From an optimization exercise on the open Yosys and OpenROAD flow, aimed at small area; shortcuts taken in it are not production practice. In this exercise RTL edits were held to simulation tests only and were not proved equivalent to the original. No activity file was given, so power comes from the tool's default toggle rates.

==> flow/config.mk <==
export PLATFORM = sky130hd
export DESIGN_NAME = maze_mem
export DESIGN_NICKNAME = maze_mem
export VERILOG_FILES = /design/flow/design.v
export SDC_FILE = /design/flow/constraint.sdc
export NUM_CORES = 4
export LEC_CHECK = 0
export ABC_AREA = 1
export CAP_MARGIN = 20
export CORE_MARGIN = 2
export CORE_UTILIZATION = 50
export CTS_BUF_LIST = sky130_fd_sc_hd__clkbuf_4
export SLEW_MARGIN = 20
==> flow/constraint.sdc <==
create_clock -name core_clock -period 8.0 [get_ports {clk}]
set_input_delay 1.6000 -clock core_clock [delete_from_list [all_inputs] [get_ports {clk}]]
set_output_delay 1.6000 -clock core_clock [all_outputs]
set_load 0.01 [all_outputs]
==> flow/design.v <==
package maze_pkg;
  localparam int MAZE_WIDTH = 5;
  localparam int LOAD_BYTES = (1 << (2 * MAZE_WIDTH)) / 8;
  localparam int PATH_CNT_W = 2 * MAZE_WIDTH + 1;
  typedef enum logic [1:0] {
    IDLE     = 2'd0,
    LOAD     = 2'd1,
    SERVE    = 2'd2,
    FINISHED = 2'd3
  } maze_state_e;
endpackage
import maze_pkg::*;
module maze_mem #(
  parameter int maze_width = MAZE_WIDTH
) (
  input  logic                    clk,
  input  logic                    rst_n,
  input  logic                    load_start,
  input  logic                    load_valid,
  input  logic [7:0]              load_data,
  output logic                    load_ready,
  output logic                    solver_rst_n,
  input  logic [maze_width-1:0]   row,
  input  logic [maze_width-1:0]   col,
  input  logic                    maze_oe,
  input  logic                    maze_we,
  output logic                    maze_in,
  input  logic                    done,
  output logic [2*maze_width:0]   path_count,
  output logic                    we_on_wall
);
  maze_pkg::maze_state_e state, state_nxt;
  logic [6:0] byte_cnt;
  logic       accept, last_byte, enter_load, serve;
  assign accept     = load_valid && load_ready;
  assign last_byte  = accept && (&byte_cnt);
  assign enter_load = (state != LOAD) && (state_nxt == LOAD);
  always_ff @(posedge clk or negedge rst_n) begin
    if (!rst_n) state <= IDLE;
    else        state <= state_nxt;
  end
  always_comb begin
    state_nxt = state;
    case (state)
      IDLE:     if (load_start) state_nxt = LOAD;
      LOAD:     if (last_byte)  state_nxt = SERVE;
      SERVE:    if (done)       state_nxt = FINISHED;
      FINISHED: if (load_start) state_nxt = LOAD;
      default:                  state_nxt = IDLE;
    endcase
  end
  assign load_ready   = (state == LOAD);
  assign serve        = (state == SERVE);
  assign solver_rst_n = serve;
  always_ff @(posedge clk or negedge rst_n) begin
    if (!rst_n) begin
      byte_cnt <= '0;
    end else if (enter_load) begin
      byte_cnt <= '0;
    end else if (accept) begin
      byte_cnt <= byte_cnt + 1'b1;
    end
  end
  logic [6:0] an;    
  logic [2:0] ak;    
  assign an = {row, col[4:3]};
  assign ak = col[2:0];
  logic [12:0] mem [0:128-1];
  logic        pw_valid;
  logic [6:0]  pw_addr;
  logic [12:0] pw_data;
  logic [12:0] v;
  assign v = (pw_valid && pw_addr == an) ? pw_data : mem[an];
  logic [1:0] dg;
  always_comb begin
    dg = 2'd0;
    case ({ak, v[7:0]})
      11'd1: dg = 2'd1;
      11'd2: dg = 2'd2;
      11'd4: dg = 2'd1;
      11'd5: dg = 2'd2;
      11'd7: dg = 2'd1;
      11'd8: dg = 2'd2;
      11'd10: dg = 2'd1;
      11'd11: dg = 2'd2;
      11'd13: dg = 2'd1;
      11'd14: dg = 2'd2;
      11'd16: dg = 2'd1;
      11'd17: dg = 2'd2;
      11'd19: dg = 2'd1;
      11'd20: dg = 2'd2;
      11'd22: dg = 2'd1;
      11'd23: dg = 2'd2;
      11'd25: dg = 2'd1;
      11'd26: dg = 2'd2;
      11'd28: dg = 2'd1;
      11'd29: dg = 2'd2;
      11'd31: dg = 2'd1;
      11'd32: dg = 2'd2;
      11'd34: dg = 2'd1;
      11'd35: dg = 2'd2;
      11'd37: dg = 2'd1;
      11'd38: dg = 2'd2;
      11'd40: dg = 2'd1;
      11'd41: dg = 2'd2;
      11'd43: dg = 2'd1;
      11'd44: dg = 2'd2;
      11'd46: dg = 2'd1;
      11'd47: dg = 2'd2;
      11'd49: dg = 2'd1;
      11'd50: dg = 2'd2;
      11'd52: dg = 2'd1;
      11'd53: dg = 2'd2;
      11'd55: dg = 2'd1;
      11'd56: dg = 2'd2;
      11'd58: dg = 2'd1;
      11'd59: dg = 2'd2;
      11'd61: dg = 2'd1;
      11'd62: dg = 2'd2;
      11'd64: dg = 2'd1;
      11'd65: dg = 2'd2;
      11'd67: dg = 2'd1;
      11'd68: dg = 2'd2;
      11'd70: dg = 2'd1;
      11'd71: dg = 2'd2;
      11'd73: dg = 2'd1;
      11'd74: dg = 2'd2;
      11'd76: dg = 2'd1;
      11'd77: dg = 2'd2;
      11'd79: dg = 2'd1;
      11'd80: dg = 2'd2;
      11'd82: dg = 2'd1;
      11'd83: dg = 2'd2;
      11'd85: dg = 2'd1;
      11'd86: dg = 2'd2;
      11'd88: dg = 2'd1;
      11'd89: dg = 2'd2;
      11'd91: dg = 2'd1;
      11'd92: dg = 2'd2;
      11'd94: dg = 2'd1;
      11'd95: dg = 2'd2;
      11'd97: dg = 2'd1;
      11'd98: dg = 2'd2;
      11'd100: dg = 2'd1;
      11'd101: dg = 2'd2;
      11'd103: dg = 2'd1;
      11'd104: dg = 2'd2;
      11'd106: dg = 2'd1;
      11'd107: dg = 2'd2;
      11'd109: dg = 2'd1;
      11'd110: dg = 2'd2;
      11'd112: dg = 2'd1;
      11'd113: dg = 2'd2;
      11'd115: dg = 2'd1;
      11'd116: dg = 2'd2;
      11'd118: dg = 2'd1;
      11'd119: dg = 2'd2;
      11'd121: dg = 2'd1;
      11'd122: dg = 2'd2;
      11'd124: dg = 2'd1;
      11'd125: dg = 2'd2;
      11'd127: dg = 2'd1;
      11'd128: dg = 2'd2;
      11'd130: dg = 2'd1;
      11'd131: dg = 2'd2;
      11'd133: dg = 2'd1;
      11'd134: dg = 2'd2;
      11'd136: dg = 2'd1;
      11'd137: dg = 2'd2;
      11'd139: dg = 2'd1;
      11'd140: dg = 2'd2;
      11'd142: dg = 2'd1;
      11'd143: dg = 2'd2;
      11'd145: dg = 2'd1;
      11'd146: dg = 2'd2;
      11'd148: dg = 2'd1;
      11'd149: dg = 2'd2;
      11'd151: dg = 2'd1;
      11'd152: dg = 2'd2;
      11'd154: dg = 2'd1;
      11'd155: dg = 2'd2;
      11'd157: dg = 2'd1;
      11'd158: dg = 2'd2;
      11'd160: dg = 2'd1;
      11'd161: dg = 2'd2;
      11'd163: dg = 2'd1;
      11'd164: dg = 2'd2;
      11'd166: dg = 2'd1;
      11'd167: dg = 2'd2;
      11'd169: dg = 2'd1;
      11'd170: dg = 2'd2;
      11'd172: dg = 2'd1;
      11'd173: dg = 2'd2;
      11'd175: dg = 2'd1;
      11'd176: dg = 2'd2;
      11'd178: dg = 2'd1;
      11'd179: dg = 2'd2;
      11'd181: dg = 2'd1;
      11'd182: dg = 2'd2;
      11'd184: dg = 2'd1;
      11'd185: dg = 2'd2;
      11'd187: dg = 2'd1;
      11'd188: dg = 2'd2;
      11'd190: dg = 2'd1;
      11'd191: dg = 2'd2;
      11'd193: dg = 2'd1;
      11'd194: dg = 2'd2;
      11'd196: dg = 2'd1;
      11'd197: dg = 2'd2;
      11'd199: dg = 2'd1;
      11'd200: dg = 2'd2;
      11'd202: dg = 2'd1;
      11'd203: dg = 2'd2;
      11'd205: dg = 2'd1;
      11'd206: dg = 2'd2;
      11'd208: dg = 2'd1;
      11'd209: dg = 2'd2;
      11'd211: dg = 2'd1;
      11'd212: dg = 2'd2;
      11'd214: dg = 2'd1;
      11'd215: dg = 2'd2;
      11'd217: dg = 2'd1;
      11'd218: dg = 2'd2;
      11'd220: dg = 2'd1;
      11'd221: dg = 2'd2;
      11'd223: dg = 2'd1;
      11'd224: dg = 2'd2;
      11'd226: dg = 2'd1;
      11'd227: dg = 2'd2;
      11'd229: dg = 2'd1;
      11'd230: dg = 2'd2;
      11'd232: dg = 2'd1;
      11'd233: dg = 2'd2;
      11'd235: dg = 2'd1;
      11'd236: dg = 2'd2;
      11'd238: dg = 2'd1;
      11'd239: dg = 2'd2;
      11'd241: dg = 2'd1;
      11'd242: dg = 2'd2;
      11'd259: dg = 2'd1;
      11'd260: dg = 2'd1;
      11'd261: dg = 2'd1;
      11'd262: dg = 2'd2;
      11'd263: dg = 2'd2;
      11'd264: dg = 2'd2;
      11'd268: dg = 2'd1;
      11'd269: dg = 2'd1;
      11'd270: dg = 2'd1;
      11'd271: dg = 2'd2;
      11'd272: dg = 2'd2;
      11'd273: dg = 2'd2;
      11'd277: dg = 2'd1;
      11'd278: dg = 2'd1;
      11'd279: dg = 2'd1;
      11'd280: dg = 2'd2;
      11'd281: dg = 2'd2;
      11'd282: dg = 2'd2;
      11'd286: dg = 2'd1;
      11'd287: dg = 2'd1;
      11'd288: dg = 2'd1;
      11'd289: dg = 2'd2;
      11'd290: dg = 2'd2;
      11'd291: dg = 2'd2;
      11'd295: dg = 2'd1;
      11'd296: dg = 2'd1;
      11'd297: dg = 2'd1;
      11'd298: dg = 2'd2;
      11'd299: dg = 2'd2;
      11'd300: dg = 2'd2;
      11'd304: dg = 2'd1;
      11'd305: dg = 2'd1;
      11'd306: dg = 2'd1;
      11'd307: dg = 2'd2;
      11'd308: dg = 2'd2;
      11'd309: dg = 2'd2;
      11'd313: dg = 2'd1;
      11'd314: dg = 2'd1;
      11'd315: dg = 2'd1;
      11'd316: dg = 2'd2;
      11'd317: dg = 2'd2;
      11'd318: dg = 2'd2;
      11'd322: dg = 2'd1;
      11'd323: dg = 2'd1;
      11'd324: dg = 2'd1;
      11'd325: dg = 2'd2;
      11'd326: dg = 2'd2;
      11'd327: dg = 2'd2;
      11'd331: dg = 2'd1;
      11'd332: dg = 2'd1;
      11'd333: dg = 2'd1;
      11'd334: dg = 2'd2;
      11'd335: dg = 2'd2;
      11'd336: dg = 2'd2;
      11'd340: dg = 2'd1;
      11'd341: dg = 2'd1;
      11'd342: dg = 2'd1;
      11'd343: dg = 2'd2;
      11'd344: dg = 2'd2;
      11'd345: dg = 2'd2;
      11'd349: dg = 2'd1;
      11'd350: dg = 2'd1;
      11'd351: dg = 2'd1;
      11'd352: dg = 2'd2;
      11'd353: dg = 2'd2;
      11'd354: dg = 2'd2;
      11'd358: dg = 2'd1;
      11'd359: dg = 2'd1;
      11'd360: dg = 2'd1;
      11'd361: dg = 2'd2;
      11'd362: dg = 2'd2;
      11'd363: dg = 2'd2;
      11'd367: dg = 2'd1;
      11'd368: dg = 2'd1;
      11'd369: dg = 2'd1;
      11'd370: dg = 2'd2;
      11'd371: dg = 2'd2;
      11'd372: dg = 2'd2;
      11'd376: dg = 2'd1;
      11'd377: dg = 2'd1;
      11'd378: dg = 2'd1;
      11'd379: dg = 2'd2;
      11'd380: dg = 2'd2;
      11'd381: dg = 2'd2;
      11'd385: dg = 2'd1;
      11'd386: dg = 2'd1;
      11'd387: dg = 2'd1;
      11'd388: dg = 2'd2;
      11'd389: dg = 2'd2;
      11'd390: dg = 2'd2;
      11'd394: dg = 2'd1;
      11'd395: dg = 2'd1;
      11'd396: dg = 2'd1;
      11'd397: dg = 2'd2;
      11'd398: dg = 2'd2;
      11'd399: dg = 2'd2;
      11'd403: dg = 2'd1;
      11'd404: dg = 2'd1;
      11'd405: dg = 2'd1;
      11'd406: dg = 2'd2;
      11'd407: dg = 2'd2;
      11'd408: dg = 2'd2;
      11'd412: dg = 2'd1;
      11'd413: dg = 2'd1;
      11'd414: dg = 2'd1;
      11'd415: dg = 2'd2;
      11'd416: dg = 2'd2;
      11'd417: dg = 2'd2;
      11'd421: dg = 2'd1;
      11'd422: dg = 2'd1;
      11'd423: dg = 2'd1;
      11'd424: dg = 2'd2;
      11'd425: dg = 2'd2;
      11'd426: dg = 2'd2;
      11'd430: dg = 2'd1;
      11'd431: dg = 2'd1;
      11'd432: dg = 2'd1;
      11'd433: dg = 2'd2;
      11'd434: dg = 2'd2;
      11'd435: dg = 2'd2;
      11'd439: dg = 2'd1;
      11'd440: dg = 2'd1;
      11'd441: dg = 2'd1;
      11'd442: dg = 2'd2;
      11'd443: dg = 2'd2;
      11'd444: dg = 2'd2;
      11'd448: dg = 2'd1;
      11'd449: dg = 2'd1;
      11'd450: dg = 2'd1;
      11'd451: dg = 2'd2;
      11'd452: dg = 2'd2;
      11'd453: dg = 2'd2;
      11'd457: dg = 2'd1;
      11'd458: dg = 2'd1;
      11'd459: dg = 2'd1;
      11'd460: dg = 2'd2;
      11'd461: dg = 2'd2;
      11'd462: dg = 2'd2;
      11'd466: dg = 2'd1;
      11'd467: dg = 2'd1;
      11'd468: dg = 2'd1;
      11'd469: dg = 2'd2;
      11'd470: dg = 2'd2;
      11'd471: dg = 2'd2;
      11'd475: dg = 2'd1;
      11'd476: dg = 2'd1;
      11'd477: dg = 2'd1;
      11'd478: dg = 2'd2;
      11'd479: dg = 2'd2;
      11'd480: dg = 2'd2;
      11'd484: dg = 2'd1;
      11'd485: dg = 2'd1;
      11'd486: dg = 2'd1;
      11'd487: dg = 2'd2;
      11'd488: dg = 2'd2;
      11'd489: dg = 2'd2;
      11'd493: dg = 2'd1;
      11'd494: dg = 2'd1;
      11'd495: dg = 2'd1;
      11'd496: dg = 2'd2;
      11'd497: dg = 2'd2;
      11'd498: dg = 2'd2;
      11'd521: dg = 2'd1;
      11'd522: dg = 2'd1;
      11'd523: dg = 2'd1;
      11'd524: dg = 2'd1;
      11'd525: dg = 2'd1;
      11'd526: dg = 2'd1;
      11'd527: dg = 2'd1;
      11'd528: dg = 2'd1;
      11'd529: dg = 2'd1;
      11'd530: dg = 2'd2;
      11'd531: dg = 2'd2;
      11'd532: dg = 2'd2;
      11'd533: dg = 2'd2;
      11'd534: dg = 2'd2;
      11'd535: dg = 2'd2;
      11'd536: dg = 2'd2;
      11'd537: dg = 2'd2;
      11'd538: dg = 2'd2;
      11'd548: dg = 2'd1;
      11'd549: dg = 2'd1;
      11'd550: dg = 2'd1;
      11'd551: dg = 2'd1;
      11'd552: dg = 2'd1;
      11'd553: dg = 2'd1;
      11'd554: dg = 2'd1;
      11'd555: dg = 2'd1;
      11'd556: dg = 2'd1;
      11'd557: dg = 2'd2;
      11'd558: dg = 2'd2;
      11'd559: dg = 2'd2;
      11'd560: dg = 2'd2;
      11'd561: dg = 2'd2;
      11'd562: dg = 2'd2;
      11'd563: dg = 2'd2;
      11'd564: dg = 2'd2;
      11'd565: dg = 2'd2;
      11'd575: dg = 2'd1;
      11'd576: dg = 2'd1;
      11'd577: dg = 2'd1;
      11'd578: dg = 2'd1;
      11'd579: dg = 2'd1;
      11'd580: dg = 2'd1;
      11'd581: dg = 2'd1;
      11'd582: dg = 2'd1;
      11'd583: dg = 2'd1;
      11'd584: dg = 2'd2;
      11'd585: dg = 2'd2;
      11'd586: dg = 2'd2;
      11'd587: dg = 2'd2;
      11'd588: dg = 2'd2;
      11'd589: dg = 2'd2;
      11'd590: dg = 2'd2;
      11'd591: dg = 2'd2;
      11'd592: dg = 2'd2;
      11'd602: dg = 2'd1;
      11'd603: dg = 2'd1;
      11'd604: dg = 2'd1;
      11'd605: dg = 2'd1;
      11'd606: dg = 2'd1;
      11'd607: dg = 2'd1;
      11'd608: dg = 2'd1;
      11'd609: dg = 2'd1;
      11'd610: dg = 2'd1;
      11'd611: dg = 2'd2;
      11'd612: dg = 2'd2;
      11'd613: dg = 2'd2;
      11'd614: dg = 2'd2;
      11'd615: dg = 2'd2;
      11'd616: dg = 2'd2;
      11'd617: dg = 2'd2;
      11'd618: dg = 2'd2;
      11'd619: dg = 2'd2;
      11'd629: dg = 2'd1;
      11'd630: dg = 2'd1;
      11'd631: dg = 2'd1;
      11'd632: dg = 2'd1;
      11'd633: dg = 2'd1;
      11'd634: dg = 2'd1;
      11'd635: dg = 2'd1;
      11'd636: dg = 2'd1;
      11'd637: dg = 2'd1;
      11'd638: dg = 2'd2;
      11'd639: dg = 2'd2;
      11'd640: dg = 2'd2;
      11'd641: dg = 2'd2;
      11'd642: dg = 2'd2;
      11'd643: dg = 2'd2;
      11'd644: dg = 2'd2;
      11'd645: dg = 2'd2;
      11'd646: dg = 2'd2;
      11'd656: dg = 2'd1;
      11'd657: dg = 2'd1;
      11'd658: dg = 2'd1;
      11'd659: dg = 2'd1;
      11'd660: dg = 2'd1;
      11'd661: dg = 2'd1;
      11'd662: dg = 2'd1;
      11'd663: dg = 2'd1;
      11'd664: dg = 2'd1;
      11'd665: dg = 2'd2;
      11'd666: dg = 2'd2;
      11'd667: dg = 2'd2;
      11'd668: dg = 2'd2;
      11'd669: dg = 2'd2;
      11'd670: dg = 2'd2;
      11'd671: dg = 2'd2;
      11'd672: dg = 2'd2;
      11'd673: dg = 2'd2;
      11'd683: dg = 2'd1;
      11'd684: dg = 2'd1;
      11'd685: dg = 2'd1;
      11'd686: dg = 2'd1;
      11'd687: dg = 2'd1;
      11'd688: dg = 2'd1;
      11'd689: dg = 2'd1;
      11'd690: dg = 2'd1;
      11'd691: dg = 2'd1;
      11'd692: dg = 2'd2;
      11'd693: dg = 2'd2;
      11'd694: dg = 2'd2;
      11'd695: dg = 2'd2;
      11'd696: dg = 2'd2;
      11'd697: dg = 2'd2;
      11'd698: dg = 2'd2;
      11'd699: dg = 2'd2;
      11'd700: dg = 2'd2;
      11'd710: dg = 2'd1;
      11'd711: dg = 2'd1;
      11'd712: dg = 2'd1;
      11'd713: dg = 2'd1;
      11'd714: dg = 2'd1;
      11'd715: dg = 2'd1;
      11'd716: dg = 2'd1;
      11'd717: dg = 2'd1;
      11'd718: dg = 2'd1;
      11'd719: dg = 2'd2;
      11'd720: dg = 2'd2;
      11'd721: dg = 2'd2;
      11'd722: dg = 2'd2;
      11'd723: dg = 2'd2;
      11'd724: dg = 2'd2;
      11'd725: dg = 2'd2;
      11'd726: dg = 2'd2;
      11'd727: dg = 2'd2;
      11'd737: dg = 2'd1;
      11'd738: dg = 2'd1;
      11'd739: dg = 2'd1;
      11'd740: dg = 2'd1;
      11'd741: dg = 2'd1;
      11'd742: dg = 2'd1;
      11'd743: dg = 2'd1;
      11'd744: dg = 2'd1;
      11'd745: dg = 2'd1;
      11'd746: dg = 2'd2;
      11'd747: dg = 2'd2;
      11'd748: dg = 2'd2;
      11'd749: dg = 2'd2;
      11'd750: dg = 2'd2;
      11'd751: dg = 2'd2;
      11'd752: dg = 2'd2;
      11'd753: dg = 2'd2;
      11'd754: dg = 2'd2;
      11'd795: dg = 2'd1;
      11'd796: dg = 2'd1;
      11'd797: dg = 2'd1;
      11'd798: dg = 2'd1;
      11'd799: dg = 2'd1;
      11'd800: dg = 2'd1;
      11'd801: dg = 2'd1;
      11'd802: dg = 2'd1;
      11'd803: dg = 2'd1;
      11'd804: dg = 2'd1;
      11'd805: dg = 2'd1;
      11'd806: dg = 2'd1;
      11'd807: dg = 2'd1;
      11'd808: dg = 2'd1;
      11'd809: dg = 2'd1;
      11'd810: dg = 2'd1;
      11'd811: dg = 2'd1;
      11'd812: dg = 2'd1;
      11'd813: dg = 2'd1;
      11'd814: dg = 2'd1;
      11'd815: dg = 2'd1;
      11'd816: dg = 2'd1;
      11'd817: dg = 2'd1;
      11'd818: dg = 2'd1;
      11'd819: dg = 2'd1;
      11'd820: dg = 2'd1;
      11'd821: dg = 2'd1;
      11'd822: dg = 2'd2;
      11'd823: dg = 2'd2;
      11'd824: dg = 2'd2;
      11'd825: dg = 2'd2;
      11'd826: dg = 2'd2;
      11'd827: dg = 2'd2;
      11'd828: dg = 2'd2;
      11'd829: dg = 2'd2;
      11'd830: dg = 2'd2;
      11'd831: dg = 2'd2;
      11'd832: dg = 2'd2;
      11'd833: dg = 2'd2;
      11'd834: dg = 2'd2;
      11'd835: dg = 2'd2;
      11'd836: dg = 2'd2;
      11'd837: dg = 2'd2;
      11'd838: dg = 2'd2;
      11'd839: dg = 2'd2;
      11'd840: dg = 2'd2;
      11'd841: dg = 2'd2;
      11'd842: dg = 2'd2;
      11'd843: dg = 2'd2;
      11'd844: dg = 2'd2;
      11'd845: dg = 2'd2;
      11'd846: dg = 2'd2;
      11'd847: dg = 2'd2;
      11'd848: dg = 2'd2;
      11'd876: dg = 2'd1;
      11'd877: dg = 2'd1;
      11'd878: dg = 2'd1;
      11'd879: dg = 2'd1;
      11'd880: dg = 2'd1;
      11'd881: dg = 2'd1;
      11'd882: dg = 2'd1;
      11'd883: dg = 2'd1;
      11'd884: dg = 2'd1;
      11'd885: dg = 2'd1;
      11'd886: dg = 2'd1;
      11'd887: dg = 2'd1;
      11'd888: dg = 2'd1;
      11'd889: dg = 2'd1;
      11'd890: dg = 2'd1;
      11'd891: dg = 2'd1;
      11'd892: dg = 2'd1;
      11'd893: dg = 2'd1;
      11'd894: dg = 2'd1;
      11'd895: dg = 2'd1;
      11'd896: dg = 2'd1;
      11'd897: dg = 2'd1;
      11'd898: dg = 2'd1;
      11'd899: dg = 2'd1;
      11'd900: dg = 2'd1;
      11'd901: dg = 2'd1;
      11'd902: dg = 2'd1;
      11'd903: dg = 2'd2;
      11'd904: dg = 2'd2;
      11'd905: dg = 2'd2;
      11'd906: dg = 2'd2;
      11'd907: dg = 2'd2;
      11'd908: dg = 2'd2;
      11'd909: dg = 2'd2;
      11'd910: dg = 2'd2;
      11'd911: dg = 2'd2;
      11'd912: dg = 2'd2;
      11'd913: dg = 2'd2;
      11'd914: dg = 2'd2;
      11'd915: dg = 2'd2;
      11'd916: dg = 2'd2;
      11'd917: dg = 2'd2;
      11'd918: dg = 2'd2;
      11'd919: dg = 2'd2;
      11'd920: dg = 2'd2;
      11'd921: dg = 2'd2;
      11'd922: dg = 2'd2;
      11'd923: dg = 2'd2;
      11'd924: dg = 2'd2;
      11'd925: dg = 2'd2;
      11'd926: dg = 2'd2;
      11'd927: dg = 2'd2;
      11'd928: dg = 2'd2;
      11'd929: dg = 2'd2;
      11'd957: dg = 2'd1;
      11'd958: dg = 2'd1;
      11'd959: dg = 2'd1;
      11'd960: dg = 2'd1;
      11'd961: dg = 2'd1;
      11'd962: dg = 2'd1;
      11'd963: dg = 2'd1;
      11'd964: dg = 2'd1;
      11'd965: dg = 2'd1;
      11'd966: dg = 2'd1;
      11'd967: dg = 2'd1;
      11'd968: dg = 2'd1;
      11'd969: dg = 2'd1;
      11'd970: dg = 2'd1;
      11'd971: dg = 2'd1;
      11'd972: dg = 2'd1;
      11'd973: dg = 2'd1;
      11'd974: dg = 2'd1;
      11'd975: dg = 2'd1;
      11'd976: dg = 2'd1;
      11'd977: dg = 2'd1;
      11'd978: dg = 2'd1;
      11'd979: dg = 2'd1;
      11'd980: dg = 2'd1;
      11'd981: dg = 2'd1;
      11'd982: dg = 2'd1;
      11'd983: dg = 2'd1;
      11'd984: dg = 2'd2;
      11'd985: dg = 2'd2;
      11'd986: dg = 2'd2;
      11'd987: dg = 2'd2;
      11'd988: dg = 2'd2;
      11'd989: dg = 2'd2;
      11'd990: dg = 2'd2;
      11'd991: dg = 2'd2;
      11'd992: dg = 2'd2;
      11'd993: dg = 2'd2;
      11'd994: dg = 2'd2;
      11'd995: dg = 2'd2;
      11'd996: dg = 2'd2;
      11'd997: dg = 2'd2;
      11'd998: dg = 2'd2;
      11'd999: dg = 2'd2;
      11'd1000: dg = 2'd2;
      11'd1001: dg = 2'd2;
      11'd1002: dg = 2'd2;
      11'd1003: dg = 2'd2;
      11'd1004: dg = 2'd2;
      11'd1005: dg = 2'd2;
      11'd1006: dg = 2'd2;
      11'd1007: dg = 2'd2;
      11'd1008: dg = 2'd2;
      11'd1009: dg = 2'd2;
      11'd1010: dg = 2'd2;
      11'd1105: dg = 2'd1;
      11'd1106: dg = 2'd1;
      11'd1107: dg = 2'd1;
      11'd1108: dg = 2'd1;
      11'd1109: dg = 2'd1;
      11'd1110: dg = 2'd1;
      11'd1111: dg = 2'd1;
      11'd1112: dg = 2'd1;
      11'd1113: dg = 2'd1;
      11'd1114: dg = 2'd1;
      11'd1115: dg = 2'd1;
      11'd1116: dg = 2'd1;
      11'd1117: dg = 2'd1;
      11'd1118: dg = 2'd1;
      11'd1119: dg = 2'd1;
      11'd1120: dg = 2'd1;
      11'd1121: dg = 2'd1;
      11'd1122: dg = 2'd1;
      11'd1123: dg = 2'd1;
      11'd1124: dg = 2'd1;
      11'd1125: dg = 2'd1;
      11'd1126: dg = 2'd1;
      11'd1127: dg = 2'd1;
      11'd1128: dg = 2'd1;
      11'd1129: dg = 2'd1;
      11'd1130: dg = 2'd1;
      11'd1131: dg = 2'd1;
      11'd1132: dg = 2'd1;
      11'd1133: dg = 2'd1;
      11'd1134: dg = 2'd1;
      11'd1135: dg = 2'd1;
      11'd1136: dg = 2'd1;
      11'd1137: dg = 2'd1;
      11'd1138: dg = 2'd1;
      11'd1139: dg = 2'd1;
      11'd1140: dg = 2'd1;
      11'd1141: dg = 2'd1;
      11'd1142: dg = 2'd1;
      11'd1143: dg = 2'd1;
      11'd1144: dg = 2'd1;
      11'd1145: dg = 2'd1;
      11'd1146: dg = 2'd1;
      11'd1147: dg = 2'd1;
      11'd1148: dg = 2'd1;
      11'd1149: dg = 2'd1;
      11'd1150: dg = 2'd1;
      11'd1151: dg = 2'd1;
      11'd1152: dg = 2'd1;
      11'd1153: dg = 2'd1;
      11'd1154: dg = 2'd1;
      11'd1155: dg = 2'd1;
      11'd1156: dg = 2'd1;
      11'd1157: dg = 2'd1;
      11'd1158: dg = 2'd1;
      11'd1159: dg = 2'd1;
      11'd1160: dg = 2'd1;
      11'd1161: dg = 2'd1;
      11'd1162: dg = 2'd1;
      11'd1163: dg = 2'd1;
      11'd1164: dg = 2'd1;
      11'd1165: dg = 2'd1;
      11'd1166: dg = 2'd1;
      11'd1167: dg = 2'd1;
      11'd1168: dg = 2'd1;
      11'd1169: dg = 2'd1;
      11'd1170: dg = 2'd1;
      11'd1171: dg = 2'd1;
      11'd1172: dg = 2'd1;
      11'd1173: dg = 2'd1;
      11'd1174: dg = 2'd1;
      11'd1175: dg = 2'd1;
      11'd1176: dg = 2'd1;
      11'd1177: dg = 2'd1;
      11'd1178: dg = 2'd1;
      11'd1179: dg = 2'd1;
      11'd1180: dg = 2'd1;
      11'd1181: dg = 2'd1;
      11'd1182: dg = 2'd1;
      11'd1183: dg = 2'd1;
      11'd1184: dg = 2'd1;
      11'd1185: dg = 2'd1;
      11'd1186: dg = 2'd2;
      11'd1187: dg = 2'd2;
      11'd1188: dg = 2'd2;
      11'd1189: dg = 2'd2;
      11'd1190: dg = 2'd2;
      11'd1191: dg = 2'd2;
      11'd1192: dg = 2'd2;
      11'd1193: dg = 2'd2;
      11'd1194: dg = 2'd2;
      11'd1195: dg = 2'd2;
      11'd1196: dg = 2'd2;
      11'd1197: dg = 2'd2;
      11'd1198: dg = 2'd2;
      11'd1199: dg = 2'd2;
      11'd1200: dg = 2'd2;
      11'd1201: dg = 2'd2;
      11'd1202: dg = 2'd2;
      11'd1203: dg = 2'd2;
      11'd1204: dg = 2'd2;
      11'd1205: dg = 2'd2;
      11'd1206: dg = 2'd2;
      11'd1207: dg = 2'd2;
      11'd1208: dg = 2'd2;
      11'd1209: dg = 2'd2;
      11'd1210: dg = 2'd2;
      11'd1211: dg = 2'd2;
      11'd1212: dg = 2'd2;
      11'd1213: dg = 2'd2;
      11'd1214: dg = 2'd2;
      11'd1215: dg = 2'd2;
      11'd1216: dg = 2'd2;
      11'd1217: dg = 2'd2;
      11'd1218: dg = 2'd2;
      11'd1219: dg = 2'd2;
      11'd1220: dg = 2'd2;
      11'd1221: dg = 2'd2;
      11'd1222: dg = 2'd2;
      11'd1223: dg = 2'd2;
      11'd1224: dg = 2'd2;
      11'd1225: dg = 2'd2;
      11'd1226: dg = 2'd2;
      11'd1227: dg = 2'd2;
      11'd1228: dg = 2'd2;
      11'd1229: dg = 2'd2;
      11'd1230: dg = 2'd2;
      11'd1231: dg = 2'd2;
      11'd1232: dg = 2'd2;
      11'd1233: dg = 2'd2;
      11'd1234: dg = 2'd2;
      11'd1235: dg = 2'd2;
      11'd1236: dg = 2'd2;
      11'd1237: dg = 2'd2;
      11'd1238: dg = 2'd2;
      11'd1239: dg = 2'd2;
      11'd1240: dg = 2'd2;
      11'd1241: dg = 2'd2;
      11'd1242: dg = 2'd2;
      11'd1243: dg = 2'd2;
      11'd1244: dg = 2'd2;
      11'd1245: dg = 2'd2;
      11'd1246: dg = 2'd2;
      11'd1247: dg = 2'd2;
      11'd1248: dg = 2'd2;
      11'd1249: dg = 2'd2;
      11'd1250: dg = 2'd2;
      11'd1251: dg = 2'd2;
      11'd1252: dg = 2'd2;
      11'd1253: dg = 2'd2;
      11'd1254: dg = 2'd2;
      11'd1255: dg = 2'd2;
      11'd1256: dg = 2'd2;
      11'd1257: dg = 2'd2;
      11'd1258: dg = 2'd2;
      11'd1259: dg = 2'd2;
      11'd1260: dg = 2'd2;
      11'd1261: dg = 2'd2;
      11'd1262: dg = 2'd2;
      11'd1263: dg = 2'd2;
      11'd1264: dg = 2'd2;
      11'd1265: dg = 2'd2;
      11'd1266: dg = 2'd2;
      default: ;
    endcase
    case (ak)
      3'd5: case (v[12:8])
          5'd0: dg = 2'd0;
          5'd1: dg = 2'd1;
          5'd2: dg = 2'd2;
          5'd3: dg = 2'd0;
          5'd4: dg = 2'd1;
          5'd5: dg = 2'd2;
          5'd6: dg = 2'd0;
          5'd7: dg = 2'd1;
          5'd8: dg = 2'd2;
          5'd9: dg = 2'd0;
          5'd10: dg = 2'd1;
          5'd11: dg = 2'd2;
          5'd12: dg = 2'd0;
          5'd13: dg = 2'd1;
          5'd14: dg = 2'd2;
          5'd15: dg = 2'd0;
          5'd16: dg = 2'd1;
          5'd17: dg = 2'd2;
          5'd18: dg = 2'd0;
          5'd19: dg = 2'd1;
          5'd20: dg = 2'd2;
          5'd21: dg = 2'd0;
          5'd22: dg = 2'd1;
          5'd23: dg = 2'd2;
          5'd24: dg = 2'd0;
          5'd25: dg = 2'd1;
          5'd26: dg = 2'd2;
          default: dg = 2'd0;
        endcase
      3'd6: case (v[12:8])
          5'd0: dg = 2'd0;
          5'd1: dg = 2'd0;
          5'd2: dg = 2'd0;
          5'd3: dg = 2'd1;
          5'd4: dg = 2'd1;
          5'd5: dg = 2'd1;
          5'd6: dg = 2'd2;
          5'd7: dg = 2'd2;
          5'd8: dg = 2'd2;
          5'd9: dg = 2'd0;
          5'd10: dg = 2'd0;
          5'd11: dg = 2'd0;
          5'd12: dg = 2'd1;
          5'd13: dg = 2'd1;
          5'd14: dg = 2'd1;
          5'd15: dg = 2'd2;
          5'd16: dg = 2'd2;
          5'd17: dg = 2'd2;
          5'd18: dg = 2'd0;
          5'd19: dg = 2'd0;
          5'd20: dg = 2'd0;
          5'd21: dg = 2'd1;
          5'd22: dg = 2'd1;
          5'd23: dg = 2'd1;
          5'd24: dg = 2'd2;
          5'd25: dg = 2'd2;
          5'd26: dg = 2'd2;
          default: dg = 2'd0;
        endcase
      3'd7: case (v[12:8])
          5'd0: dg = 2'd0;
          5'd1: dg = 2'd0;
          5'd2: dg = 2'd0;
          5'd3: dg = 2'd0;
          5'd4: dg = 2'd0;
          5'd5: dg = 2'd0;
          5'd6: dg = 2'd0;
          5'd7: dg = 2'd0;
          5'd8: dg = 2'd0;
          5'd9: dg = 2'd1;
          5'd10: dg = 2'd1;
          5'd11: dg = 2'd1;
          5'd12: dg = 2'd1;
          5'd13: dg = 2'd1;
          5'd14: dg = 2'd1;
          5'd15: dg = 2'd1;
          5'd16: dg = 2'd1;
          5'd17: dg = 2'd1;
          5'd18: dg = 2'd2;
          5'd19: dg = 2'd2;
          5'd20: dg = 2'd2;
          5'd21: dg = 2'd2;
          5'd22: dg = 2'd2;
          5'd23: dg = 2'd2;
          5'd24: dg = 2'd2;
          5'd25: dg = 2'd2;
          5'd26: dg = 2'd2;
          default: dg = 2'd0;
        endcase
      default: ;
    endcase
  end
  logic wall_cur, mark_cur, mark_ok, new_mark;
  assign wall_cur = dg[1];
  assign mark_cur = dg[0];
  assign mark_ok  = serve && maze_we && !wall_cur;
  assign new_mark = mark_ok && !mark_cur;
  logic [7:0] inc_lo;
  logic [4:0] inc_hi;
  always_comb begin
    inc_lo = 8'd0;
    inc_hi = 5'd0;
    case (ak)
      3'd0: inc_lo = 8'd1;
      3'd1: inc_lo = 8'd3;
      3'd2: inc_lo = 8'd9;
      3'd3: inc_lo = 8'd27;
      3'd4: inc_lo = 8'd81;
      3'd5: inc_hi = 5'd1;
      3'd6: inc_hi = 5'd3;
      default: inc_hi = 5'd9;
    endcase
  end
  logic [6:0]  enc_lo;
  logic [3:0]  enc_hi;
  logic [12:0] wdata;
  assign enc_lo = 7'(load_data[0]) + 7'(load_data[1]) * 7'd3 + 7'(load_data[2]) * 7'd9
                + 7'(load_data[3]) * 7'd27 + 7'(load_data[4]) * 7'd81;
  assign enc_hi = 4'(load_data[5]) + 4'(load_data[6]) * 4'd3 + 4'(load_data[7]) * 4'd9;
  assign wdata  = load_ready ? {enc_hi, 1'b0, enc_lo, 1'b0}
                             : {v[12:8] + inc_hi, v[7:0] + inc_lo};
  logic [6:0] wa;
  logic       wen;
  assign wa  = load_ready ? byte_cnt : an;
  assign wen = load_ready ? accept : new_mark;
  always_ff @(posedge clk) begin
    if (pw_valid) mem[pw_addr] <= pw_data;
  end
  always_ff @(posedge clk or negedge rst_n) begin
    if (!rst_n) pw_valid <= 1'b0;
    else        pw_valid <= wen;
  end
  always_ff @(posedge clk) begin
    pw_addr <= wa;
    pw_data <= wdata;
  end
  always_ff @(posedge clk or negedge rst_n) begin
    if (!rst_n) begin
      maze_in <= 1'b0;
    end else if (serve && maze_oe) begin
      maze_in <= wall_cur;
    end
  end
  always_ff @(posedge clk or negedge rst_n) begin
    if (!rst_n) begin
      path_count <= '0;
      we_on_wall <= 1'b0;
    end else if (enter_load) begin
      path_count <= '0;
      we_on_wall <= 1'b0;
    end else begin
      if (new_mark && !(&path_count)) begin
        path_count <= path_count + 1'b1;
      end
      if (serve && maze_we && wall_cur) begin
        we_on_wall <= 1'b1;
      end
    end
  end
endmodule
==> flow/run.sh <==
#!/bin/bash
# synth_recipe.tcl (not shown) runs the flow's synth.tcl, then flattens the netlist and writes it again
# the make line also repeats each setting of config.mk as NAME=value (left out here)
make -C /OpenROAD-flow-scripts/flow DESIGN_CONFIG=/design/flow/config.mk WORK_HOME=/design/flow/orfs CLKGATE_MAP_FILE= SYNTH_SCRIPT=/design/flow/synth_recipe.tcl finish
==> out/qor.yml, run 1 <==
status:
  run_status: "no timing/DRC/antenna violations"
yosys:
  netlist_area_mm2: 0.0715
  synth-edff-count: 1664
  share_of_the_synthesized_area_in_compound_gates_ao_oa_aoi_oai_pct: 6.61
  synth-seq-cells: 1707
  synth_largest_type_area_fraction_pct: 69.9
  synth_simple_gate_area_share_pct: 17.5
  yosys_warnings: 1
  main_combinational_cell_family_by_area_after_synthesis: "simple AND/OR/NAND/NOR gates"
  async_reset_ff_share_pct: 1.35
  syn-num-nets: 6154
  multiplexer_share_of_the_synthesized_area_pct: 0.0140
  synth_flop_cell: "edfxtp_1"
  synth_area_leader_cell: "edfxtp_1"
  synthAdderAreaFrac_pct: 0.739
  synth_top_area_cells: "edfxtp_1 70%, nand3_1 6.7%, nand2_1 6.7%"
  syn-instance-count: 6091
  synth_cell_type_count: 55
  avg_inst_size_synth_um2: 11.7
  yosys.area_share.xor_xnor_pct: 0.159
  ys_seq_area_share_pct: 71.3
grt:
  grt_pass1_wl_um: 303000
  globalRouteTotalUtil_pct: 27.6
  maximum_number_of_pins_on_one_net_before_global_route_repair: 133
  grt.overflow.total: 0
  grt_antenna_before_repair: 7
  via_count_of_the_first_global_routing_pass: 47700
routing:
  wl_per_cell_um: 23.6
  postRouteWirelength_um: 203000
  drc_errors: 0
  drt.antenna.violating_nets: 0
  dr_total_vias: 49500
  detail_route.iter0.violations: 5393
  drt_pre_antenna_iters: 6
  post_drt_via_cell_ratio: 5.75
power:
  power.internal_w: 0.0155
  p_clk_share_pct: 32.2
  combinationalPowerShare_pct: 12.9
  pwr-share-seq_pct: 54.9
  vdd_ir_drop_max_mv: 0.237
  pwr_density_cell_mw_per_mm2: 276
  power.leakage_nw: 28.2
  power.share.switching_pct: 29.4
  switching_power_w: 0.00644
clock_network:
  cts.clk_slew.worst_paths_ns: 0.07
  tritoncts: "yes"
  clk_path_buf_depth: 4
  master_cell_of_the_clock_root_buffer: "clkbuf_4"
  holdBufCountCts: 0
  cts.repair_timing.setup_buffer_count: 0
  cts-resized-gates: 0
  clk-insertion-delay-late_ns: 1.35
  tritoncts.num_buffers: 442
  clock_tree.htree_level_count: 5
  cts_num_sinks: 1707
layout:
  layout-drive-gt1-share_pct: 14.1
  layout.nets: 6466
  postLayoutCoreUtil_pct: 56.0
  syn_to_final_growth_pct: 11.1
  layout.cell_area.non_filler_mm2: 0.0794
  fill_cells: 12100
sta:
  peak_freq_mhz: 164
  worst_skew_ns: 0.106
  setup_total_negative_slack_ns: 0
  setup_repair_after_global_routing_missed_its_margin: "no"
  holdWs_ns: 0.235
  max_slew_margin_pct: 26.5
  final_max_slew_viols: 0
  worst_pin_slew_ns: 1.10
  fin_crit_ns: 6.10
  report.final.setup_viol: 0
  finalCritPeriodShare_pct: 76.3
  finalHoldViolCount: 0
placed_design:
  portBuffers: 39
  gpl_congestion: 0.883
  place_hpwl_um: 116000
  place_area_mm2: 0.0741
setup_path:
  cp.arrival_ns: 7.37
  timing.critical_path.slowest_stage_cell: "o221ai_1"
  critPathCaptureType: "register"
  crit_path_start_kind: "input pin"
  crit_path_max_fanout: 132
  crit_required_ns: 9.27
  timing.setup.critical_path_class: "in2reg"
  slowest_delay_ns: 0.65
floorplanning:
  die_height_um: 382
  placementRows: 138
  boundaryPins: 40
  design.die.area_mm2: 0.146
  chipWidth_um: 382
  design.core.area_mm2: 0.142
  starting_utilization_of_the_core_area_pct: 50.4
run:
  max_cap_viol_count: 0
worst_hold_path:
  min_path_type: "in2async"
[path summary, 6_finish.rpt]
kind                                 start             to  slack [ns]  depth (start not counted)
worst max register to register    pw_valid  path_count[2]        2.79                         23
worst max-delay path                col[3]  path_count[2]        1.90                         29
min in group core_clock         we_on_wall     we_on_wall        0.50                          1
max in group asynchronous            rst_n    byte_cnt[0]        7.30                          1
worst min register to register  we_on_wall     we_on_wall        0.50                          1
worst min-delay path                 rst_n     we_on_wall        0.24                          1
[power groups by stage]
stage | registers (W) | clock network (W) | logic (W)
after floorplan | 0.0122 | 0 | 0.00121
after detailed placement | 0.0123 | 0 | 0.00273
final | 0.0120 | 0.00705 | 0.00284
after CTS | 0.0121 | 0.00720 | 0.00274
after global placement | 0.0123 | 0 | 0.00271
after global routing | 0.0121 | 0.00765 | 0.00305
[critical path, delay by kind of cell]
family	cells	cell delay, ns
AO/OA/AOI/OAI	6	1.49
AND/OR/NAND/NOR	18	2.41
buffers and inverters	4	1.28
adder cells (fa/ha/maj)	1	0.35
[synthesized netlist by cell type, types with 3 or more instances]
library cell,n
a221oi_1,6
a221o_1,5
dfrtp_1,23
buf_2,155
a21oi_1,74
o22ai_1,211
xor2_1,11
nor3_1,19
o21ai_0,460
o211ai_1,8
clkbuf_1,111
o221ai_1,10
nand3_2,3
nand2_1,1268
buf_4,77
inv_2,6
ha_1,31
nor2_1,669
fa_1,7
inv_1,123
nand2_4,4
a31oi_1,4
o31ai_1,3
a22o_1,6
or2_2,9
o21ai_1,47
buf_1,24
nand2_2,8
buf_6,25
nand3b_1,6
nand4_1,6
dfxtp_1,20
nand3_1,957
edfxtp_1,1664
[routing by layer]
metal / global-route usage (%) / vias up / wire length [um]
li1: - / 22800 / -
met1: 38.2 / 24300 / 83500
met2: 44.2 / 2076 / 97400
met3: 5.10 / 339 / 16500
met4: 9.34 / 0 / 5460
met5: 0 / - / 0
[per-stage QoR]
step	std cells	setup WS [ns]	total power, W
after floorplan	6091	2.14	0.0134
after global placement	7847	0.708	0.0150
after detailed placement	7847	0.681	0.0150
after CTS	8591	2.14	0.0220
after global routing	8601	1.46	0.0228
final	8602	1.90	0.0219
[area by class of cell]
| type | count | area (um2) | area share, % |
|---|---|---|---|
| inverter | 133 | 538 | 0.678 |
| sequential | 1707 | 51000 | 64.3 |
| timing repair buffer | 262 | 2320 | 2.93 |
| clock buffer | 627 | 4710 | 5.93 |
| antenna | 9 | 22.5 | 0.0284 |
| clock inverter | 117 | 512 | 0.645 |
| multi-input combinational | 3857 | 17900 | 22.5 |
| tap | 1890 | 2360 | 2.98 |
[cells by family after synthesis]
logic type,after synthesis
AND/OR/NAND/NOR,2956
flip-flops,1707
AO/OA/AOI/OAI,849
buffers and inverters,527
adder cells (fa/ha/maj),38
XOR/XNOR,13
multiplexers,1
[placed cells by master (no fill, tap or decap), types with 3 or more instances in the layout]
| master | synthesis | routed |
|---|---|---|
| a21oi_1 | 74 | 74 |
| a221o_1 | 5 | 5 |
| a221oi_1 | 6 | 6 |
| a22o_1 | 6 | 6 |
| a31oi_1 | 4 | 4 |
| buf_12 | 0 | 19 |
| buf_4 | 77 | 204 |
| clkbuf_4 | 0 | 627 |
| clkdlybuf4s50_1 | 0 | 33 |
| clkinv_1 | 0 | 98 |
| clkinv_2 | 2 | 15 |
| dfrtp_1 | 23 | 23 |
| dfxtp_1 | 20 | 7 |
| dfxtp_4 | 0 | 13 |
| diode_2 | 0 | 9 |
| edfxtp_1 | 1664 | 1664 |
| fa_1 | 7 | 7 |
| ha_1 | 31 | 31 |
| inv_1 | 123 | 122 |
| inv_2 | 6 | 7 |
| nand2_1 | 1268 | 1266 |
| nand2_2 | 8 | 10 |
| nand2_4 | 4 | 4 |
| nand3_1 | 957 | 957 |
| nand3_2 | 3 | 3 |
| nand3b_1 | 6 | 6 |
| nand4_1 | 6 | 6 |
| nor2_1 | 669 | 659 |
| nor2_2 | 2 | 12 |
| nor3_1 | 19 | 17 |
| o211ai_1 | 8 | 8 |
| o21ai_0 | 460 | 460 |
| o21ai_1 | 47 | 47 |
| o221ai_1 | 10 | 10 |
| o22ai_1 | 211 | 211 |
| o31ai_1 | 3 | 3 |
| or2_2 | 9 | 9 |
| xor2_1 | 11 | 11 |
[state kept, by name (all words and copies together), names as in the netlist]
signal      count
pw_valid        1
pw_data        13
byte_cnt        7
mem          1664
pw_addr         7
path_count     11
maze_in         1
we_on_wall      1
state           2
==> run 2, diff against run 1 <==
==> flow/config.mk (replaced) <==
export PLATFORM = sky130hd
export DESIGN_NAME = maze_mem
export DESIGN_NICKNAME = maze_mem
export VERILOG_FILES = /design/flow/design.v
export SDC_FILE = /design/flow/constraint.sdc
export NUM_CORES = 4
export LEC_CHECK = 0
export CAP_MARGIN = 20
export CORE_MARGIN = 2
export CORE_UTILIZATION = 50
export CTS_BUF_LIST = sky130_fd_sc_hd__clkbuf_8
export CTS_CLUSTER_DIAMETER = 80
export CTS_CLUSTER_SIZE = 16
export SLEW_MARGIN = 20
==> out/qor.yml, run 2 <==
status:
  run_status: "no timing/DRC/antenna violations"
routing:
  post_drt_via_cell_ratio: 6.56
  dr_total_vias: 38300
  detail_route.iter0.violations: 5480
  drc_errors: 0
  drt_pre_antenna_iters: 6
  drt.antenna.violating_nets: 0
  postRouteWirelength_um: 209000
  wl_per_cell_um: 35.7
floorplanning:
  chipWidth_um: 378
  placementRows: 137
  boundaryPins: 40
  design.core.area_mm2: 0.139
  die_height_um: 378
  starting_utilization_of_the_core_area_pct: 50.3
  design.die.area_mm2: 0.143
sta:
  finalHoldViolCount: 0
  setup_repair_after_global_routing_missed_its_margin: "no"
  finalCritPeriodShare_pct: 87.2
  worst_pin_slew_ns: 1.19
  max_slew_margin_pct: 20.7
  setup_total_negative_slack_ns: 0
  final_max_slew_viols: 0
  report.final.setup_viol: 0
  peak_freq_mhz: 143
  worst_skew_ns: 0.0681
  fin_ws_ns: 1.02
  fin_crit_ns: 6.98
setup_path:
  r2r_worst_path_depth: 17
  crit_path_start_kind: "input pin"
  crit_required_ns: 8.78
  origin_of_the_critical_flop_to_flop_path: "pw_addr[6]"
  cp.arrival_ns: 7.76
  crit_path_max_fanout: 52
  rr_endpoint: "path_count[8]"
  timing.setup.critical_path_class: "in2reg"
  worst_setup_path_startpoint: "row[0]"
  reg2reg_slack_ns: 1.91
  critPathCaptureType: "register"
worst_hold_path:
  hold_end: "we_on_wall"
  hold_path_startpoint: "we_on_wall"
  min_path_cells: 2
  min_path_type: "reg2reg"
run:
  max_cap_viol_count: 0
layout:
  layout-drive-gt1-share_pct: 23.9
  instances_no_fill: 5844
  commonest_cells_after_routing_fill_and_taps_aside: "1,664 x edfxtp_1, 347 x mux4_2, 299 x buf_4"
  layout.nets: 3993
  regMostFlops: "mem"
  layout.cell_area.non_filler_mm2: 0.0762
  biggestRegsByFlops: "mem x1664, pw_data x13, path_count x11"
  most_common_cell_after_layout_fill_and_taps_aside: "edfxtp_1"
  largest_register_ffs: 1664
  syn_to_final_growth_pct: 8.68
grt:
  grt_pass1_wl_um: 295000
  globalRouteTotalUtil_pct: 29.5
  grt_antenna_before_repair: 9
  grt.overflow.total: 0
  maximum_number_of_pins_on_one_net_before_global_route_repair: 113
  via_count_of_the_first_global_routing_pass: 38000
power:
  pwr_density_cell_mw_per_mm2: 251
  vdd_ir_drop_max_mv: 0.218
  total_power_w: 0.0191
  power.leakage_nw: 24.4
yosys:
  syn-instance-count: 3674
  synth_cell_type_count: 103
  synth_largest_type_area_fraction_pct: 71.3
  synth_flop_cell: "edfxtp_1"
  synth_top_area_cells: "edfxtp_1 71%, mux4_2 11%, mux2i_1 2.7%"
  synth-seq-cells: 1707
  avg_inst_size_synth_um2: 19.1
  synth_area_leader_cell: "edfxtp_1"
  syn-num-nets: 3737
  synth_top_cells_by_count: "1,664 x edfxtp_1, 347 x mux4_2, 222 x nor2_1"
  synthMostInstantiatedCell: "edfxtp_1"
  ys_seq_area_share_pct: 72.7
  async_reset_ff_share_pct: 1.35
  netlist_area_mm2: 0.0701
  synth-edff-count: 1664
  yosys_warnings: 1
placed_design:
  gpl_congestion: 0.925
  place_hpwl_um: 135000
  portBuffers: 39
  place_area_mm2: 0.0742
  place_ws_ns: 0.278
  placed_cells_incl_taps: 5682
clock_network:
  clock_tree.htree_level_count: 3
  cts-resized-gates: 0
  tritoncts: "yes"
  tritoncts.num_buffers: 120
  cts.clk_slew.worst_paths_ns: 0.09
  holdBufCountCts: 0
  master_cell_of_the_clock_root_buffer: "clkbuf_8"
  cts_num_sinks: 1707
  clk-insertion-delay-late_ns: 0.92
  clk_path_buf_depth: 3
  cts.repair_timing.setup_buffer_count: 0
[run 2: cell count changes in the layout (fill, tap and decap cells not counted), moves of 67 or more]
cell,previous run,this run
a22oi_1,0,67
clkbuf_4,627,0
o22ai_1,211,11
buf_4,204,299
clkbuf_8,1,120
nand2_1,1266,121
mux2i_1,1,191
mux4_2,0,347
nand3_1,957,62
nor2_1,659,176
clkinv_1,98,4
o21ai_0,460,52
[run 2: worst max-delay path: stages]
cell and delay [ns]:
buf_8 0.50, buf_12 0.29, nor2b_1 0.27, a2111oi_1 0.49, buf_4 0.23, o22ai_1 0.16, nor4_1 0.83, a22oi_1 0.33
ha_1 0.45, mux2i_1 0.09, nor4b_1 0.17, nor4_1 0.33, o211ai_1 0.23, o2111ai_1 0.15, nor4_1 0.11, or4_1 0.53
buf_4 0.19, or4_1 0.51, a21oi_1 0.21
[run 2: power breakdown]
part / switching [W] / internal, W / total, W
Clock: 0.00274 / 0.00142 / 0.00416
Combinational: 0.00226 / 0.000769 / 0.00303
Sequential: 0.000628 / 0.0113 / 0.0119
Total: 0.00563 / 0.0135 / 0.0191
[run 2: worst max-delay path by stage]
stage	end	cells after the start	slack, ns
2_1_floorplan	path_count[7]	25	0.18
3_3_place_gp	path_count[6]	20	0.29
3_5_place_dp	path_count[8]	19	0.28
4_1_cts	path_count[8]	19	1.19
5_1_grt	path_count[8]	19	0.85
6_report	path_count[8]	19	1.02
[run 2: cells by family (layout without fill, tap and decap cells)]
group / after synthesis / after routing / synth area share, %
AO/OA/AOI/OAI: 413 / 413 / 4.40
other: 0 / 3 / 0
adder cells (fa/ha/maj): 38 / 38 / 0.753
AND/OR/NAND/NOR: 616 / 616 / 4.21
flip-flops: 1707 / 1707 / 72.7
buffers and inverters: 271 / 562 / 2.22
multiplexers: 603 / 603 / 15.4
XOR/XNOR: 26 / 26 / 0.325
[run 2: per-stage QoR]
stage | hold WS [ns] | util (%)
after floorplan | 0.474 | -
after global placement | 0.478 | 53.3
after detailed placement | 0.495 | 53.3
after CTS | 0.518 | 54.6
after global routing | 0.542 | 54.7
final | 0.515 | 54.7
[run 2: final cells by class]
type,count,area (um2)
Fill cell,10700,63200
Sequential cell,1707,51000
Multi-Input combinational cell,1696,17700
Timing Repair Buffer,357,3030
Tap cell,1876,2350
Clock buffer,120,1650
Clock inverter,37,249
Inverter,48,180
Antenna cell,3,7.51
[run 2: routing by layer]
layer  wire length (um)  vias up  GRT usage, %
met5                 49        -             0
li1                   -    15500             -
met3              18400      377          6.26
met1              86700    20500          42.7
met2              95900     2002          45.0
met4               7740        8          9.53

## port drivers added, routing unchanged
How much do the figures lean on ideal ports? The routed layouts below were timed once more, with nothing changed but the port constraints.
Step 1 assumes that a clkbuf_16 drives the clock port and a buf_2 every other input.
Step 2 moves the port delays by t, midway between the first and last clock arrival at a register: inputs arrive t later, outputs are due t later. That takes back most of the time a late clock gives input paths.
Slacks: no drivers / after step 1 / after step 2; pairs: no drivers / after step 1.
run	shift t [ns]	slack for setup (ns)	worst setup path after step 2	worst register clock-pin slew, ns	worst slew at a driven data input, ns
run 1	1.375	1.895 / 1.908 / 0.533	input to register	0.08 / 0.08	0.15
run 2	0.954	1.024 / 1.044 / 0.091	input to register	0.11 / 0.11	0.10
After both steps setup and hold are still met in every run listed. For run 1, which loses most, drivers alone change the setup slack by +0.013 ns; drivers and shift together by -1.362 ns.
